This is an optimization exercise on Yosys and OpenROAD, whose aim is small area, not a production implementation. In this exercise RTL edits were held to simulation tests only and were not proved equivalent to the original.

Setup of job 6516:
## pst_brain_core
module pst_brain_core (
  input  logic       clk,
  input  logic       rst,
  input  logic [7:0] cur0,
  input  logic [7:0] cur1,
  input  logic [7:0] cur2,
  input  logic [7:0] cur3,
  output logic [7:0] phase0,
  output logic [7:0] phase1,
  output logic [7:0] phase2,
  output logic [7:0] phase3,
  output logic [2:0] winner,
  output logic [7:0] winner_score,
  output logic [7:0] winner_rel,
  output logic [7:0] w_ab,
  output logic [7:0] w_ac,
  output logic [7:0] w_ad,
  output logic [7:0] w_bc,
  output logic [7:0] w_bd,
  output logic [7:0] w_cd,
  output logic [7:0] seq_slot_A,
  output logic [7:0] seq_slot_B,
  output logic       seq_force_valid,
  output logic [7:0] seq_force_pred,
  output logic [7:0] pred_out,
  output logic [7:0] pred_err,
  output logic       reward_out,
  output logic [2:0] gamma_cnt,
  output logic [2:0] theta_cnt,
  output logic       theta_tick,
  output logic       episode_last,
  output logic [2:0] ep_winner,
  output logic [3:0] ep_strength,
  output logic       ep_valid,
  output logic       exploit_mode,
  output logic       explore_mode,
  output logic [1:0] confidence_level,
  output logic       err_explore,
  output logic       delta_tick,
  output logic [2:0] topic_winner,
  output logic [2:0] topic_strength,
  output logic       topic_valid
);
  logic [7:0] r_cnt;
  logic [7:0] r_val [4];
  logic [3:0] r_spk;
  logic [7:0] r_phase [4];
  logic [6:0] r_wh [6];           
  logic [2:0] r_winner;
  logic [7:0] r_win_score, r_win_rel, r_slot_a, r_slot_b, r_pred, r_pred_err;
  logic       r_reward, r_rw1, r_rw2, r_hi1, r_hi2, r_err_explore;
  logic [1:0] r_conf;
  logic [2:0] r_gamma_cnt, r_theta_cnt;
  logic [2:0] r_win_cnt [6];
  logic [2:0] r_eph [3];           
  logic [2:0] r_ep_winner, r_topic_winner, r_topic_strength;
  logic [3:0] r_ep_strength;
  logic [7:0] w_cur [4];
  assign w_cur[0] = cur0;
  assign w_cur[1] = cur1;
  assign w_cur[2] = cur2;
  assign w_cur[3] = cur3;
  logic w_first, w_gamma_end, w_explore, w_ep_valid, w_topic_valid;
  assign w_first       = (r_cnt == 8'd0);
  assign w_gamma_end   = (r_cnt == 8'd255);
  assign w_ep_valid    = (r_ep_strength != 4'd0);
  ...
==> flow/config.mk <==
export PLATFORM = sky130hd
export DESIGN_NAME = pst_brain_core
export DESIGN_NICKNAME = pst_brain_core
export VERILOG_FILES = /design/flow/design.v
export SDC_FILE = /design/flow/constraint.sdc
export NUM_CORES = 4
export LEC_CHECK = 0
export CAP_MARGIN = 20
export CORE_MARGIN = 2
export CORE_UTILIZATION = 60
export SLEW_MARGIN = 20
==> flow/constraint.sdc <==
create_clock -name core_clock -period 50.0 [get_ports {clk}]
set_input_delay 10.0000 -clock core_clock [delete_from_list [all_inputs] [get_ports {clk}]]
set_output_delay 10.0000 -clock core_clock [all_outputs]
set_load 0.01 [all_outputs]
standard.sh (not shown) runs the stock make flow with config.mk's settings and CLKGATE_MAP_FILE= SYNTH_SCRIPT=/design/flow/synth_recipe.tcl, a recipe that flattens the netlist after the stock synthesis.
==> flow/flow/run.sh <==
#!/bin/bash
# Own layout flow: the standard ORFS layout, with an area-oriented synthesis (ripple
# adders left to ABC, no half/full-adder cell extraction, an area ABC script) and minimum-size
# port buffers. Each tool's output goes to its own log file in this folder.
set -euo pipefail
W=$(pwd)
# Synthesis script: the standard flow's own, with the ABC mapping script replaced by flow/area.abc.
{
  head -n 1 synth_recipe.tcl
  cat <<EOT
proc abc {args} {
  set i [lsearch -exact \$args -script]
  if { \$i >= 0 } { set args [lreplace \$args \$i [expr {\$i + 1}] -script $W/flow/area.abc] }
  yosys abc {*}\$args
}
EOT
  tail -n +2 synth_recipe.tcl
} > my_synth.tcl
bash standard.sh synth SYNTH_SCRIPT=$W/my_synth.tcl ADDER_MAP_FILE= SYNTH_OPERATIONS_ARGS=-noshare \
  > synth.log 2>&1
bash standard.sh finish SYNTH_SCRIPT=$W/my_synth.tcl ADDER_MAP_FILE= SYNTH_OPERATIONS_ARGS=-noshare \
  "BUFFER_PORTS_ARGS=-buffer_cell sky130_fd_sc_hd__buf_1" \
  "CTS_ARGS=-sink_clustering_enable -repair_clock_nets -dont_use_dummy_load -buf_list sky130_fd_sc_hd__clkbuf_8 -sink_clustering_size 18 -sink_clustering_max_diameter 50" \
  > layout.log 2>&1
==> flow/flow/area.abc <==
strash; dc2; drw; drf; dc2; strash; &get -n; &deepsyn -T 120; &put; dch -f; amap; mfs -a; strash; dch -f; amap
Job 6516 was carried through to the last stage, and its layout satisfied the timing, DRC and antenna checks.
> inputs changed (job 6516 -> job 7319)
# job 6516
export LEC_CHECK = 0
export CAP_MARGIN = 20
export CORE_MARGIN = 2
export CORE_UTILIZATION = 60
export SLEW_MARGIN = 20
create_clock -name core_clock -period 50.0 [get_ports {clk}]
# job 7319
export LEC_CHECK = 0
export CAP_MARGIN = 20
export CORE_MARGIN = 2
export CORE_UTILIZATION = 70
export SLEW_MARGIN = 20
create_clock -name core_clock -period 50.0 [get_ports {clk}]
diff --git a/flow/flow/run.sh b/flow/flow/run.sh
--- a/flow/flow/run.sh
+++ b/flow/flow/run.sh
@@ -22,3 +22,3 @@
   "BUFFER_PORTS_ARGS=-buffer_cell sky130_fd_sc_hd__buf_1" \
-  "CTS_ARGS=-sink_clustering_enable -repair_clock_nets -dont_use_dummy_load -buf_list sky130_fd_sc_hd__clkbuf_8 -sink_clustering_size 18 -sink_clustering_max_diameter 50" \
+  "CTS_ARGS=-sink_clustering_enable -repair_clock_nets -dont_use_dummy_load -buf_list {sky130_fd_sc_hd__clkbuf_8 sky130_fd_sc_hd__clkbuf_16} -sink_clustering_size 30 -sink_clustering_max_diameter 60" \
   > layout.log 2>&1
==> flow/flow/area.abc <==
strash; dc2; drw; drf; dc2; strash; dch -f; amap; strash; dc2; drw; drf; dc2; strash; dch -f; amap
## What came out
Job 7319 vs job 6516, worst-case reg-to-reg path depth went up by 9.
Row post-route fraction of the period consumed by the critical path: job 7319 lower / job 6516 higher
HPWL after detailed placement improves in job 7319 relative to job 6516.
Job 7319: maximum frequency is about 4% higher than what job 6516 reported.
Between job 6516 and job 7319, the worst hold slack after final layout does not differ in any meaningful way.
When the final numbers for job 6516 and job 7319 were put side by side, the row count turned out to be greater in job 6516.
Between job 6516 and job 7319, synthesized cell count is higher for job 7319, job 6516 comes in under that.
Input-level comparison between job 6148 and job 7319:
# job 7319
export LEC_CHECK = 0
export CAP_MARGIN = 20
export CORE_MARGIN = 2
export CORE_UTILIZATION = 70
export SLEW_MARGIN = 20
create_clock -name core_clock -period 50.0 [get_ports {clk}]
# job 6148
export LEC_CHECK = 0
export CAP_MARGIN = 20
export CORE_MARGIN = 2
export CORE_UTILIZATION = 70
export GPL_TIMING_DRIVEN = 0
export SLEW_MARGIN = 20
create_clock -name core_clock -period 50.0 [get_ports {clk}]
diff --git a/flow/flow/run.sh b/flow/flow/run.sh
--- a/flow/flow/run.sh
+++ b/flow/flow/run.sh
@@ -22,3 +22,3 @@
   "BUFFER_PORTS_ARGS=-buffer_cell sky130_fd_sc_hd__buf_1" \
-  "CTS_ARGS=-sink_clustering_enable -repair_clock_nets -dont_use_dummy_load -buf_list {sky130_fd_sc_hd__clkbuf_8 sky130_fd_sc_hd__clkbuf_16} -sink_clustering_size 30 -sink_clustering_max_diameter 60" \
+  "CTS_ARGS=-sink_clustering_enable -repair_clock_nets -dont_use_dummy_load -buf_list sky130_fd_sc_hd__clkbuf_4 -sink_clustering_size 8 -sink_clustering_max_diameter 35" \
   > layout.log 2>&1
Results
Job 6148 completed every stage of the flow, and the final layout passed the timing, DRC and antenna checks. Compared with job 7319, in job 6148 worst-case headroom to the max-slew limit dropped 4.9 points; placed instance count went up.

## ember
Another version of the RTL of pst_brain_core (not shown whole).
For scale: about 220 flip-flops, about 200 I/O pins.
clock: 50.0 ns
lec_check: 0
cap_margin: 0
core_margin: 2
core_utilization: 75
gpl_timing_driven: 0
slew_margin: 0
==> flow/flow/run.sh <==
#!/bin/bash
# Own layout flow: the standard ORFS layout with an area-oriented synthesis and a lighter
# clock tree and port buffering.
#  - synthesis: the standard flow's own script, but the combinational mapping (ABC) is run with each of the
#    area scripts flow/abc*.script and the smallest result is kept; no Kogge-Stone carry
#    lookahead and no half/full-adder cell extraction (ABC maps the adders);
#  - port buffers are buf_1;
#  - clock tree: clkbuf_8 only, small sink clusters, no dummy loads.
# Each tool's output goes to its own log file in this folder.
set -euo pipefail
W=$(pwd)
{
  head -n 1 synth_recipe.tcl
  cat <<EOT
proc abc {args} {
  set lib ""
  set i [lsearch -exact \$args -liberty]
  if { \$i >= 0 } { set lib [lindex \$args [expr {\$i + 1}]] }
  set s [lsearch -exact \$args -script]
  design -save abc_in
  set best 1e18
  foreach scr [lsort [glob $W/flow/abc*.script]] {
    design -load abc_in
    yosys abc {*}[lreplace \$args \$s [expr {\$s + 1}] -script \$scr]
    set rep [tee -q -s result.string stat -liberty \$lib]
    regexp {Chip area for module[^:]*: ([0-9.]+)} \$rep -> area
    puts "ABC script \$scr: area \$area"
    if { \$area < \$best } { set best \$area; design -save abc_best }
  }
  design -load abc_best
  puts "ABC kept area \$best"
}
EOT
  tail -n +2 synth_recipe.tcl
} > my_synth.tcl
ARGS=(SYNTH_SCRIPT=$W/my_synth.tcl ADDER_MAP_FILE= SYNTH_OPERATIONS_ARGS=-noshare)
bash standard.sh synth "${ARGS[@]}" > synth.log 2>&1
bash standard.sh finish "${ARGS[@]}" \
  "BUFFER_PORTS_ARGS=-buffer_cell sky130_fd_sc_hd__buf_1" \
  "CTS_ARGS=-sink_clustering_enable -repair_clock_nets -dont_use_dummy_load -buf_list sky130_fd_sc_hd__clkbuf_8 -sink_clustering_size 14 -sink_clustering_max_diameter 60" \
  > layout.log 2>&1
==> flow/flow/abc1.script <==
strash; dc2; drw; drf; dc2; strash; dch -f; amap; strash; dc2; drw; drf; dc2; strash; dch -f; amap
==> flow/flow/abc2.script <==
strash; dc2; drw; drf; dc2; strash; dch -f; amap; mfs -a; strash; dch -f; amap
==> flow/flow/abc3.script <==
strash; dc2; drw; drf; dc2; strash; &get -n; &deepsyn -T 60 -S 1; &put; dch -f; amap; mfs -a; strash; dch -f; amap
==> flow/flow/abc4.script <==
strash; dc2; drw; drf; dc2; strash; &get -n; &deepsyn -T 60 -S 2; &put; dch -f; amap; mfs -a; strash; dch -f; amap
==> flow/flow/abc5.script <==
strash; dc2; drw; drf; dc2; strash; &get -n; &deepsyn -T 60 -S 3; &put; dch -f; amap; mfs -a; strash; dch -f; amap
For garnet, these inputs were changed with respect to ember:
Settings: a change of CAP_MARGIN from 0 to 10; a change of SLEW_MARGIN from 0 to 10; a change of CORE_UTILIZATION from 75 to 70.
==> flow/flow/abc6.script (new file) <==
strash; dc2; drw; drf; dc2; strash; &get -n; &deepsyn -T 60 -S 4; &put; dch -f; amap; mfs -a; strash; dch -f; amap
==> flow/flow/abc7.script (new file) <==
strash; dc2; drw; drf; dc2; strash; &get -n; &deepsyn -T 60 -S 5; &put; dch -f; amap; mfs -a; strash; dch -f; amap
==> flow/flow/abc8.script (new file) <==
strash; dc2; drw; drf; dc2; strash; &get -n; &deepsyn -T 60 -S 6; &put; dch -f; amap; mfs -a; strash; dch -f; amap
--- outcome ---
ember → garnet: transition time at the pin with the least slew margin +19 ps; relative area change from synthesis to final layout rose 0.43 points.
garnet against ember: met1 track demand over resource in global routing saw a decrease, maximum number of pins on one net before global-route repair now sits lower, global-route met3 utilization decreased by 1.2 points relative to the old numbers.
On sequential share of layout area, garnet and ember are basically level.
The following lists how quartz was set up differently from garnet:
Settings: SLEW_MARGIN changed from 10 to 0; CAP_MARGIN changed from 10 to 0.
removed: flow/flow/abc6.script
removed: flow/flow/abc7.script
removed: flow/flow/abc8.script
Findings:
- Looking at total half-perimeter wirelength after legalization and detailed placement across both flows, quartz is the weaker of the two, with garnet ahead.
- Result for garnet and quartz: all clean
- From quartz to garnet, total number of H-tree levels did not move at all.
- Summary of quartz over garnet: worst endpoint data arrival time went up by 4530 ps, global-route wire length before repair climbed 1500 um, portion of the post-synthesis area used by sequential elements barely changed.
- Compared with garnet, quartz shows a lower worst setup slack.
- Of garnet and quartz, the run reporting the lower fraction of the core area covered by cells at the end of the flow was quartz.
- Of garnet and quartz, garnet shows the lower number of buffer and inverter stages on the critical path, with quartz above it.

-- re-timing with driven ports --
The results above use ideal ports. As a check the final layouts listed here were re-extracted and re-timed, cells and wires unchanged.
Step 1: set_driving_cell puts a clkbuf_16 on clk and a buf_2 on each other input, an assumption about the parent block.
Step 2 adds t to the input delays and takes it off the output delays; t is the mean of the earliest and latest rising clock arrival at the registers after step 1. Input paths then give back, and output paths get back, about the clock's delay inside the block.
Three values: ideal ports, drivers, drivers and shift; two values: the first two.
| run | t (ns) | setup WS [ns] | hold WS [ns] | latest minus earliest clock arrival (ns) | pins driven straight from the clock port |
|---|---|---|---|---|---|
| job 6516 | 0.626 | 16.735 / 16.760 / 16.134 | 0.485 / 0.485 / 0.485 | 0.070 / 0.070 | 1 |
| job 7319 | 0.544 | 18.066 / 18.087 / 17.543 | 0.484 / 0.484 / 0.484 | 0.046 / 0.046 | 1 |
| job 6148 | 0.687 | 16.720 / 16.740 / 16.053 | 0.456 / 0.456 / 0.456 | 0.085 / 0.084 | 1 |
| ember | 0.597 | 12.635 / 12.656 / 12.059 | 0.388 / 0.388 / 0.388 | 0.024 / 0.023 | 1 |
| garnet | 0.584 | 16.857 / 16.878 / 16.294 | 0.376 / 0.376 / 0.376 | 0.072 / 0.072 | 1 |
| quartz | 0.599 | 12.292 / 12.316 / 11.716 | 0.385 / 0.385 / 0.385 | 0.029 / 0.029 | 1 |
After both steps setup and hold are still met in every run listed. For job 6148, which loses most, drivers alone change the setup slack by +0.020 ns; drivers and shift together by -0.667 ns.
